Background: an optimization exercise with open tools, aiming at small area, a short achievable clock period and few clock cycles. Do not read the settings as production practice. Only simulation tests tie the RTL to the original design; equivalence was not proved.

==> inputs of run D <==
// glyph_column_renderer_5x7
module glyph_column_renderer_5x7 (
  input  logic        clk_i,
  input  logic        rst_ni,
  input  logic        start_i,
  output logic        busy_o,
  input  logic [7:0]  char_code_i,
  input  logic [1:0]  font_mode_i,
  input  logic [15:0] pos_x_i,
  input  logic [15:0] pos_y_i,
  output logic        result_valid_o,
  output logic [15:0] column_x_o,
  output logic [15:0] top_y_o,
  output logic [7:0]  row_bits_o,
  output logic [7:0]  row_write_mask_o,
  output logic        last_o,
  output logic [2:0]  char_width_o
);
  logic        valid_q;    
  logic [15:0] x_q;        
  logic        xmax_q;     
  logic [15:0] y_q;        
  logic [6:0]  bits_q;     
  logic        ul_q;       
  logic        col_q;      
  logic        last_q;     
  logic [2:0]  width_q;    
  logic        nz_q;       
  logic [6:0]  pf_bits_q;  
  logic        pf_nz_q;    
  logic [1:0]  n_q;        
  logic        col4_q;     
  logic [6:0]  g_q;        
  logic        thin_q;     
  logic        busy_q;     
  logic        load;
  logic [7:0]  g_in;
  logic [8:0]  fc;
  logic [7:0]  sc;
  logic        ok_in, thin_in, ul_in, nz0_in;
  logic        uline;
  logic [15:0] x_nxt;
  logic        x_nxt_max;
  logic [7:0]  lc;
  logic        valid_d, xmax_d, ul_d, col_d, last_d, nz_d, col4_d, thin_d;
  logic        pf_nz_d;
  logic [15:0] x_d, y_d;
  logic [6:0]  bits_d, pf_bits_d, g_d;
  logic [2:0]  width_d;
  logic [1:0]  n_d;
  assign load   = !valid_q || last_q;
  assign busy_o = busy_q;
  assign g_in    = gcr_pkg::fold_code(char_code_i) - 8'd32;
  assign fc      = gcr_pkg::first_col(char_code_i);
  assign ok_in   = fc[8];
  ...
==> module glyph_column_renderer_5x7, before the edit <==
module glyph_column_renderer_5x7 (
  input  logic        clk_i,
  input  logic        rst_ni,
  input  logic        start_i,
  output logic        busy_o,
  input  logic [7:0]  char_code_i,
  input  logic [1:0]  font_mode_i,
  input  logic [15:0] pos_x_i,
  input  logic [15:0] pos_y_i,
  output logic        result_valid_o,
  output logic [15:0] column_x_o,
  output logic [15:0] top_y_o,
  output logic [7:0]  row_bits_o,
  output logic [7:0]  row_write_mask_o,
  output logic        last_o,
  output logic [2:0]  char_width_o
);
  logic        valid_q;    
  logic [15:0] x_q;        
  logic        xmax_q;     
  logic [15:0] y_q;        
  logic [6:0]  bits_q;     
  logic        ul_q;       
  logic        col_q;      
  logic        last_q;     
  logic [2:0]  width_q;    
  logic        nz_q;       
  logic [6:0]  pf_bits_q;  
  logic        pf_nz_q;    
  logic [1:0]  n_q;        
  logic        col4_q;     
  logic [6:0]  g_q;        
  logic        thin_q;     
  logic        busy_q;     
  logic        load;
  logic [7:0]  g_in;
  logic [8:0]  fc;
  logic [7:0]  sc;
  logic        ok_in, thin_in, ul_in, nz0_in;
  logic        uline;
  logic [15:0] x_nxt;
  logic        x_nxt_max;
  logic [7:0]  lc;
  logic        valid_d, xmax_d, ul_d, col_d, last_d, nz_d, col4_d, thin_d;
  logic        pf_nz_d;
  logic [15:0] x_d, y_d;
  logic [6:0]  bits_d, pf_bits_d, g_d;
  logic [2:0]  width_d;
  logic [1:0]  n_d;
  assign load   = !valid_q || last_q;
  assign busy_o = busy_q;
  assign g_in    = gcr_pkg::fold_code(char_code_i) - 8'd32;
  assign fc      = gcr_pkg::first_col(char_code_i);
  assign ok_in   = fc[8];
  assign thin_in = !font_mode_i[0];
  assign ul_in   = font_mode_i[1] && ok_in;
  assign nz0_in  = !thin_in || fc[7];
  assign sc      = gcr_pkg::second_col(thin_in, char_code_i);
  assign uline     = col4_q || (xmax_q && nz_q);
  assign x_nxt     = x_q + {15'd0, nz_q};
  assign x_nxt_max = (&x_q[15:1]) && (x_q[0] ^ nz_q);
  assign lc        = gcr_pkg::later_col(thin_q, n_q, g_q);
  always_comb begin
    if (load) begin
      valid_d   = start_i;
      x_d       = pos_x_i;
      xmax_d    = (pos_x_i == 16'hFFFF);
      y_d       = pos_y_i;
      bits_d    = fc[6:0];
      ul_d      = ul_in;
      col_d     = ok_in;
      last_d    = !ok_in || (!ul_in && nz0_in && (pos_x_i == 16'hFFFF));
      width_d   = {2'b00, ok_in && nz0_in};
      nz_d      = nz0_in;
      pf_bits_d = sc[6:0];
      pf_nz_d   = sc[7];
      n_d       = 2'd0;
      col4_d    = 1'b0;
      g_d       = g_in[6:0];
      thin_d    = thin_in;
    end else begin
      valid_d   = 1'b1;
      x_d       = x_nxt;
      xmax_d    = x_nxt_max;
      y_d       = y_q;
      bits_d    = uline ? 7'd0 : pf_bits_q;
      ul_d      = ul_q;
      col_d     = !uline;
      last_d    = uline || (!ul_q && ((n_q == 2'd3) || (pf_nz_q && x_nxt_max)));
      width_d   = width_q + {2'b00, pf_nz_q && !uline};
      nz_d      = pf_nz_q;
      pf_bits_d = lc[6:0];
      pf_nz_d   = lc[7];
      n_d       = n_q + 2'd1;
      col4_d    = (n_q == 2'd3);
      g_d       = g_q;
      thin_d    = thin_q;
    end
  end
  always_ff @(posedge clk_i or negedge rst_ni) begin
    if (!rst_ni) begin
      valid_q <= 1'b0;
      busy_q  <= 1'b0;
    end else begin
      valid_q <= valid_d;
      busy_q  <= valid_d && !last_d;
    end
  end
  always_ff @(posedge clk_i) begin
    x_q       <= x_d;
    xmax_q    <= xmax_d;
    y_q       <= y_d;
    bits_q    <= bits_d;
    ul_q      <= ul_d;
    col_q     <= col_d;
    last_q    <= last_d;
    width_q   <= width_d;
    nz_q      <= nz_d;
    pf_bits_q <= pf_bits_d;
    pf_nz_q   <= pf_nz_d;
    n_q       <= n_d;
    col4_q    <= col4_d;
    g_q       <= g_d;
    thin_q    <= thin_d;
  end
  assign result_valid_o   = valid_q;
  assign column_x_o       = x_q;
  assign top_y_o          = y_q;
  assign row_bits_o       = {ul_q, bits_q};
  assign row_write_mask_o = {ul_q, {7{col_q}}};
  assign last_o           = last_q;
  assign char_width_o     = width_q;
endmodule
clock: 6.0 ns
lec_check: 0
cap_margin: 20
core_margin: 2
core_utilization: 45
setup_slack_margin: 3.5
slew_margin: 20
synth_memory_max_bits: 8192
standard.sh (not shown) runs the stock make flow with config.mk's settings and CLKGATE_MAP_FILE= SYNTH_SCRIPT=/design/flow/synth_recipe.tcl, a recipe that flattens the netlist after the stock synthesis.
==> flow/flow/run.sh <==
#!/bin/bash
# The standard layout (standard.sh) with these changes:
# - synthesis: ABC maps the logic with flow/abc.script (delay-oriented
#   mapping with area recovery after choice computation, then ABC's own
#   buffering and sizing), and
#   Yosys does not extract half/full adder cells. Registers, their names and
#   cell types are those of the standard synthesis.
# - placement: the port buffers are buf_2 cells.
set -u
F=$(cd "$(dirname "$0")" && pwd)
export OWN_ABC_SCRIPT=$F/abc.script
bash standard.sh SYNTH_SCRIPT=$F/synth_own.tcl ADDER_MAP_FILE= \
  "BUFFER_PORTS_ARGS=-buffer_cell sky130_fd_sc_hd__buf_2" finish > standard_make.log 2>&1
==> flow/flow/abc.script <==
strash
&get -n
&dch
&put
dch
map
topo
buffer -c
upsize -c
dnsize -c
==> flow/flow/synth_own.tcl <==
# The standard flow's synthesis (synth_recipe.tcl) with one change: ABC maps the logic with
# the script named by OWN_ABC_SCRIPT instead of ORFS's abc_speed/abc_area script.
proc synth {args} { yosys synth -nofsm -noshare {*}$args }
proc abc {args} {
  set i [lsearch -exact $args -script]
  if {$i >= 0 && [info exists ::env(OWN_ABC_SCRIPT)]} {
    set args [lreplace $args [expr {$i + 1}] [expr {$i + 1}] $::env(OWN_ABC_SCRIPT)]
  }
  yosys abc {*}$args
}
source $::env(SCRIPTS_DIR)/synth.tcl
# left out here: clear keep_hierarchy, flatten, clean up, hide names made inside functions, write 1_2_yosys.v
==> inputs of run A, as changes to run D <==
--- a/flow/design.v
+++ b/flow/design.v
@@ -904,7 +904,6 @@
   logic        col4_q;     
   logic [6:0]  g_q;        
   logic        thin_q;     
-  logic        busy_q;     
   logic        load;
   logic [7:0]  g_in;
   logic [8:0]  fc;
@@ -913,15 +912,10 @@
   logic        uline;
   logic [15:0] x_nxt;
   logic        x_nxt_max;
+  logic [2:0]  width_inc;
   logic [7:0]  lc;
-  logic        valid_d, xmax_d, ul_d, col_d, last_d, nz_d, col4_d, thin_d;
-  logic        pf_nz_d;
-  logic [15:0] x_d, y_d;
-  logic [6:0]  bits_d, pf_bits_d, g_d;
-  logic [2:0]  width_d;
-  logic [1:0]  n_d;
   assign load   = !valid_q || last_q;
-  assign busy_o = busy_q;
+  assign busy_o = !load;
   assign g_in    = gcr_pkg::fold_code(char_code_i) - 8'd32;
   assign fc      = gcr_pkg::first_col(char_code_i);
   assign ok_in   = fc[8];
@@ -932,69 +926,47 @@
   assign uline     = col4_q || (xmax_q && nz_q);
   assign x_nxt     = x_q + {15'd0, nz_q};
   assign x_nxt_max = (&x_q[15:1]) && (x_q[0] ^ nz_q);
+  assign width_inc = width_q + 3'd1;
   assign lc        = gcr_pkg::later_col(thin_q, n_q, g_q);
-  always_comb begin
-    if (load) begin
-      valid_d   = start_i;
-      x_d       = pos_x_i;
-      xmax_d    = (pos_x_i == 16'hFFFF);
-      y_d       = pos_y_i;
-      bits_d    = fc[6:0];
-      ul_d      = ul_in;
-      col_d     = ok_in;
-      last_d    = !ok_in || (!ul_in && nz0_in && (pos_x_i == 16'hFFFF));
-      width_d   = {2'b00, ok_in && nz0_in};
-      nz_d      = nz0_in;
-      pf_bits_d = sc[6:0];
-      pf_nz_d   = sc[7];
-      n_d       = 2'd0;
-      col4_d    = 1'b0;
-      g_d       = g_in[6:0];
-      thin_d    = thin_in;
-    end else begin
-      valid_d   = 1'b1;
-      x_d       = x_nxt;
-      xmax_d    = x_nxt_max;
-      y_d       = y_q;
-      bits_d    = uline ? 7'd0 : pf_bits_q;
-      ul_d      = ul_q;
-      col_d     = !uline;
-      last_d    = uline || (!ul_q && ((n_q == 2'd3) || (pf_nz_q && x_nxt_max)));
-      width_d   = width_q + {2'b00, pf_nz_q && !uline};
-      nz_d      = pf_nz_q;
-      pf_bits_d = lc[6:0];
-      pf_nz_d   = lc[7];
-      n_d       = n_q + 2'd1;
-      col4_d    = (n_q == 2'd3);
-      g_d       = g_q;
-      thin_d    = thin_q;
-    end
-  end
   always_ff @(posedge clk_i or negedge rst_ni) begin
-    if (!rst_ni) begin
-      valid_q <= 1'b0;
-      busy_q  <= 1'b0;
-    end else begin
-      valid_q <= valid_d;
-      busy_q  <= valid_d && !last_d;
-    end
+    if (!rst_ni) valid_q <= 1'b0;
+    else if (load) valid_q <= start_i;
   end
   always_ff @(posedge clk_i) begin
-    x_q       <= x_d;
-    xmax_q    <= xmax_d;
-    y_q       <= y_d;
-    bits_q    <= bits_d;
-    ul_q      <= ul_d;
-    col_q     <= col_d;
-    last_q    <= last_d;
-    width_q   <= width_d;
-    nz_q      <= nz_d;
-    pf_bits_q <= pf_bits_d;
-    pf_nz_q   <= pf_nz_d;
-    n_q       <= n_d;
-    col4_q    <= col4_d;
-    g_q       <= g_d;
-    thin_q    <= thin_d;
+    if (load) begin
+      x_q       <= pos_x_i;
+      xmax_q    <= (pos_x_i == 16'hFFFF);
+      y_q       <= pos_y_i;
+      bits_q    <= fc[6:0];
+      ul_q      <= ul_in;
+      col_q     <= ok_in;
+      last_q    <= !ok_in || (!ul_in && nz0_in && (pos_x_i == 16'hFFFF));
+      width_q   <= {2'b00, ok_in && nz0_in};
+      nz_q      <= nz0_in;
+      pf_bits_q <= sc[6:0];
+      pf_nz_q   <= sc[7];
+      n_q       <= 2'd0;
+      col4_q    <= 1'b0;
+      g_q       <= g_in[6:0];
+      thin_q    <= thin_in;
+    end else if (uline) begin
+      x_q       <= x_nxt;
+      xmax_q    <= x_nxt_max;
+      bits_q    <= 7'd0;
+      col_q     <= 1'b0;
+      last_q    <= 1'b1;
+    end else begin
+      x_q       <= x_nxt;
+      xmax_q    <= x_nxt_max;
+      bits_q    <= pf_bits_q;
+      width_q   <= pf_nz_q ? width_inc : width_q;
+      nz_q      <= pf_nz_q;
+      last_q    <= !ul_q && ((n_q == 2'd3) || (pf_nz_q && x_nxt_max));
+      pf_bits_q <= lc[6:0];
+      pf_nz_q   <= lc[7];
+      n_q       <= n_q + 2'd1;
+      col4_q    <= (n_q == 2'd3);
+    end
   end
   assign result_valid_o   = valid_q;
   assign column_x_o       = x_q;
==> flow/run.sh (new file) <==
#!/bin/bash
# synth_recipe.tcl (not shown) runs the flow's synth.tcl, then flattens the netlist and writes it again
# the make line also repeats each setting of config.mk as NAME=value (left out here)
make -C /OpenROAD-flow-scripts/flow DESIGN_CONFIG=/design/flow/config.mk WORK_HOME=/design/flow/orfs CLKGATE_MAP_FILE= SYNTH_SCRIPT=/design/flow/synth_recipe.tcl finish
Settings changed: CORE_UTILIZATION 45 to 40, SETUP_SLACK_MARGIN 3.5 to 3.8.
removed: flow/flow/run.sh
removed: flow/flow/abc.script
removed: flow/flow/synth_own.tcl
removed: flow/standard.sh
==> flow_metrics.env <==
export IMPL_area_growth_pct=40.66
export IMPL_outcome="no timing/DRC/antenna violations"
export IMPL_met2_usage_pct=54.33
export IMPL_grt_total_usage_pct=37.71
export IMPL_via_per_inst=7.168
export IMPL_ir_drop_v=0.0001646
export IMPL_comb_power_share_pct=71.1
export IMPL_synth_compound_area_share_pct=35.93
export IMPL_synthTopCellsByArea="edfxtp_1 13%, dfxtp_1 7.1%, o21ai_0 6.9%"
The numbers above come from run A.

==> flow_metrics.env <==
export IMPL_outcome="no timing/DRC/antenna violations"
export IMPL_final_cell_mix="216 x nand2_1, 91 x buf_2, 89 x nand3_1"
export IMPL_drc=0
export IMPL_comb_power_share_pct=65.4
export IMPL_synthTopCellsByArea="nand2_1 12%, dfxtp_1 12%, edfxtp_1 11%"
export IMPL_coreArea_sq_um=15310
export IMPL_register_area_sq_um=1622
export IMPL_area_growth_pct=24.27
export IMPL_synth_compound_area_share_pct=32.46
export IMPL_met2_usage_pct=56.66
export IMPL_via_per_inst=7.240
export IMPL_grt_total_usage_pct=41.80
The numbers above come from run D.

Testbench counts of run D, summed over its fixed seeds: cycles 12,826.
Testbench counts of run A, summed over its fixed seeds: cycles 12,826.

==> afterwards: timing with drivers on the ports <==
The results above use ideal ports. As a check the final layouts listed here were re-extracted and re-timed, cells and wires unchanged.
Step 1 (the two cells are an assumption about what drives the block):
set clk [get_ports {clk_i}]
set_driving_cell -lib_cell sky130_fd_sc_hd__clkbuf_16 $clk
set_driving_cell -lib_cell sky130_fd_sc_hd__buf_2 [delete_from_list [all_inputs] $clk]
Step 2 also shifts input and output timing later by t, the mid clock arrival at the registers, as if the neighbouring blocks saw the same clock.
Three values: no drivers, after step 1, after step 2; two values: the first two.
| run | t, ns | setup slack, ns | worst setup path at the end | worst data-port slew with drivers (ns) | cell pins on the clock port's net |
|---|---|---|---|---|---|
| run D | 0.381 | 3.418 / 3.418 / 3.059 | input to register | 0.06 | 1 |
| run A | 0.369 | 3.152 / 3.152 / 2.789 | input to register | 0.15 | 1 |
After both steps setup and hold are still met in every run listed. The setup slack of run A, which loses most, moves by 0.000 ns with the drivers and by -0.363 ns with both steps.
